This is an optimization exercise on Yosys and OpenROAD, whose aim is a short achievable clock period and few clock cycles per item, not a production implementation.
Where RTL was checked, it was by simulation tests only, not by an equivalence proof against the original.
Power figures rest on the tool's default switching activity, not on a simulated workload.

Design lc3Core, start of the top module:
module lc3Core
#(
    parameter logic [15:0] resetPc = 16'h3000
)(
    input  logic         clk,
    input  logic         reset,
    input  logic [15:0]  memRData,
    output logic [15:0]  memAddr,
    output logic [15:0]  memWData,
    output logic         memWe,
    output logic [15:0]  pc,
    output logic         retire,
    output logic [127:0] regView,
    output logic [2:0]   nzp
);
==> flow/config.mk <==
export PLATFORM = sky130hd
export DESIGN_NAME = lc3Core
export DESIGN_NICKNAME = lc3Core
export VERILOG_FILES = /design/flow/design.v
export SDC_FILE = /design/flow/constraint.sdc
export NUM_CORES = 4
export LEC_CHECK = 0
export ABC_CLOCK_PERIOD_IN_PS = 1000
export CAP_MARGIN = 20
export CORE_MARGIN = 2
export CORE_UTILIZATION = 40
export SLEW_MARGIN = 20
export SYNTH_HIERARCHICAL = 1
==> flow/constraint.sdc <==
create_clock -name core_clock -period 8.0 [get_ports {clk}]
set_input_delay 1.6000 -clock core_clock [delete_from_list [all_inputs] [get_ports {clk}]]
set_output_delay 1.6000 -clock core_clock [all_outputs]
set_load 0.01 [all_outputs]
standard.sh (not shown) runs the stock make flow with config.mk's settings and CLKGATE_MAP_FILE= SYNTH_SCRIPT=/design/flow/synth_recipe.tcl, a recipe that flattens the netlist after the stock synthesis.
==> flow/flow/run.sh <==
#!/bin/bash
set -euo pipefail
export SETUP_SLACK_MARGIN=6
bash standard.sh > standard.log 2>&1
Testbench counts at the start, summed over its fixed seeds: cycles 44,773, instructions 32,000.
Edit:
--- a/flow/design.v
+++ b/flow/design.v
@@ -122,35 +122,32 @@
     input  logic        ldCyc,
     input  logic [15:0] ldData,
     input  logic        oBr,       
     input  logic [2:0]  irMask,
     input  logic        stHit,     
     output logic [2:0]  nzpNext,   
     output logic        mTaken,    
     output logic        takeM,     
     output logic        take       
 );
-    logic       n, z, otherN, otherZ, pre, tR, ldZ, tMz, tMnz;
+    logic       n, z, otherN, otherZ, pre, tR;
     assign otherN = oAnd ? andN : oNot ? notN : leaN;
     assign otherZ = oAnd ? andZ : oNot ? notZ : leaZ;
     logic [2:0] nzpE, nzpLd, nzpMem;
     assign n = oAdd ? sumN : otherN;
     assign z = oAdd ? sumZ : otherZ;
     assign nzpE   = weE ? {n, z, !n && !z} : nzpR;
     assign nzpLd  = ldData[15] ? 3'b100 : (ldData == 16'h0000) ? 3'b010 : 3'b001;
     assign nzpMem = ldCyc ? nzpLd : nzpR;
     assign nzpNext = memCyc ? nzpMem : nzpE;
     assign mTaken = oBr && |(irMask & nzpMem);
-    assign ldZ  = ldData == 16'h0000;
-    assign tMz  = memCyc && !stHit && oBr && (ldCyc ? irMask[1] : |(irMask & nzpR));
-    assign tMnz = memCyc && !stHit && oBr && (ldCyc ? (ldData[15] ? irMask[2] : irMask[0]) : |(irMask & nzpR));
-    lc3Mux1 takeMuxM (.sel(ldZ), .a(tMnz), .b(tMz), .y(takeM));
+    assign takeM = memCyc && !stHit && oBr && !ldCyc && |(irMask & nzpR);
     assign pre  = !block && !memCyc && !weE && fOp == 4'b0000;
     assign tR   = |(fMask & nzpR);
     assign take = pre && tR;
 endmodule
 `timescale 1ns/100ps
 module lc3Core
 #(
     parameter logic [15:0] resetPc = 16'h3000
 )(
     input  logic         clk,
@@ -165,28 +162,28 @@
     output logic [2:0]   nzp
 );
     logic        started;    
     logic [15:0] addrR;      
     logic [15:0] addrOut;    
     logic        weR;        
     logic [15:0] wdR;        
     logic        memCyc;     
     logic        ldCyc;      
     logic [2:0]  ldDr;       
+    logic [7:0]  ldWe;       
     logic [15:0] memNextPc;  
     logic [15:0] ir;         
     logic        irValid;
     logic [15:0] irAddr;
     logic [15:0] irPc1;      
     logic [15:0] pcRel;      
     logic        pcRelZ;     
-    logic        irTaken;    
     logic        irDefer;    
     logic [15:0] opA;        
     logic [15:0] opB;        
     logic [15:0] opS;        
     logic        useB;       
     logic        oOff6;      
     logic        oAdd, oAnd, oNot, oBr, oJmp, oPcMem, oStore, oLoad, oWb;
     logic        kAnd, kNot;   
     logic [7:0][15:0] regs;
     logic [7:0][15:0] regOut;
@@ -295,21 +292,21 @@
     lc3AndOr4 addrMx1 (.s0(execMem && oPcMem), .d0(pcRel),
                        .s1(execMem && !oPcMem), .d1(sum),
                        .s2(seqNext), .d2(fPc1),
                        .s3(!execMem && !seqNext), .d3(addrA0), .y(addrA1));
     lc3Mux16 addrMx2 (.sel(takeM),   .a(addrA1), .b(pcRel),  .y(addrA2));
     lc3Mux16 addrMx3 (.sel(take),    .a(addrA2), .b(fPcRel), .y(addrNext));
     logic [7:0][15:0] regsHold, regsNext;
     always_comb
     begin
         for (int i = 0; i < 8; i++)
-            regsHold[i] = (memCyc && ldCyc && ldDr == 3'(i)) ? memRData : regs[i];
+            regsHold[i] = ldWe[i] ? memRData : regs[i];
     end
     for (genvar i = 0; i < 8; i++)
     begin : gWr
         lc3Mux16 wrMux (.sel(weE && ir[11:9] == 3'(i)), .a(regsHold[i]), .b(result), .y(regsNext[i]));
     end
     logic [2:0] nzpRNext;
     assign nzpRNext = nzpNext;
     logic [15:0] preA, preB, preS, opANext, opBNext, opSNext;
     logic        bypA, bypB, bypS;
     always_comb
@@ -347,26 +344,29 @@
         begin
             started <= 1'b0;
             addrR   <= resetPc;
             weR     <= 1'b0;
             memCyc  <= 1'b0;
             ldCyc   <= 1'b0;
             irValid <= 1'b0;
             retireR <= 1'b0;
             regs    <= '0;
             nzpR    <= 3'b000;
+            ldWe    <= '0;
         end
         else
         begin
             started <= 1'b1;
             addrR   <= addrNext;
             regs    <= regsNext;
+            for (int i = 0; i < 8; i++)
+                ldWe[i] <= execMem && oLoad && ir[11:9] == 3'(i);
             nzpR    <= nzpRNext;
             memCyc  <= execMem;
             weR     <= execMem && oStore;
             ldCyc   <= execMem && oLoad;
             retireR <= memCyc || (exec && !(oLoad || oStore));
             if (!started)
                 irValid <= 1'b0;
             else if (memCyc)
             begin
                 if (stHit)
@@ -380,29 +380,25 @@
     begin
         addrOut <= addrNext;
         regOut  <= regsNext;
         nzpOut  <= nzpRNext;
         opA     <= opANext;
         opB     <= opBNext;
         opS     <= opSNext;
         if (memCyc)
             pcR <= memNextPc;
         else if (exec && !(oLoad || oStore))
-            pcR <= redirect ? (oJmp ? opA : pcRel) : (oBr && irTaken) ? pcRel : irPc1;
+            pcR <= redirect ? (oJmp ? opA : pcRel) : oBr ? addrR : irPc1;
         if (memCyc)
-        begin
-            irTaken <= mTaken;
-            irDefer <= 1'b0;
-        end
+            irDefer <= ldCyc;
         else
         begin
-            irTaken <= take;
             irDefer <= weE;
             ir      <= memRData;
             irAddr  <= addrR;
             irPc1   <= fPc1;
             pcRel   <= fPcRel;
             pcRelZ  <= {{7{memRData[8]}}, memRData[8:0]} == ~addrR;
         end
         oAdd    <= dOp == 4'b0001;
         oAnd    <= dOp == 4'b0101;
         oNot    <= dOp == 4'b1001;
=> Via count decreases slightly; sequential power rises by a few percent; non-clock buffer count came out lower by 13; utilization fell by 0.41 points; worst hold slack barely changes; final cell count barely changes; clock power came out lower by a few percent; register-to-register slack got worse by 0.02 ns; global-route usage drops by 1.0 points; worst setup slack gets worse by 0.098 ns.
Function not checked in the second run of this note: the RTL went through the layout flow alone.

[re-timing with driven ports]
No port has a modelled driver above. Below, the same layouts with a new extraction and two added sets of constraints. Step 1 assumes that a clkbuf_16 drives the clock port and a buf_2 every other input. Step 2 also shifts input and output timing later by t, the mid clock arrival at the registers, as if the neighbouring blocks saw the same clock. Three values: ideal ports, drivers, drivers and shift; two values: the first two.
run	shift t [ns]	slack for setup (ns)	worst hold slack (ns)	worst slew at a driven data input, ns	cell pins on the clock port's net
the first run	0.701	5.117 / 5.110 / 4.436	0.325 / 0.325 / 0.325	0.17	1
the second run	0.689	5.019 / 5.038 / 4.349	0.327 / 0.327 / 0.327	0.10	1
After both steps setup and hold are still met in every run listed. The setup slack of the first run, which loses most, moves by -0.007 ns with the drivers and by -0.681 ns with both steps.
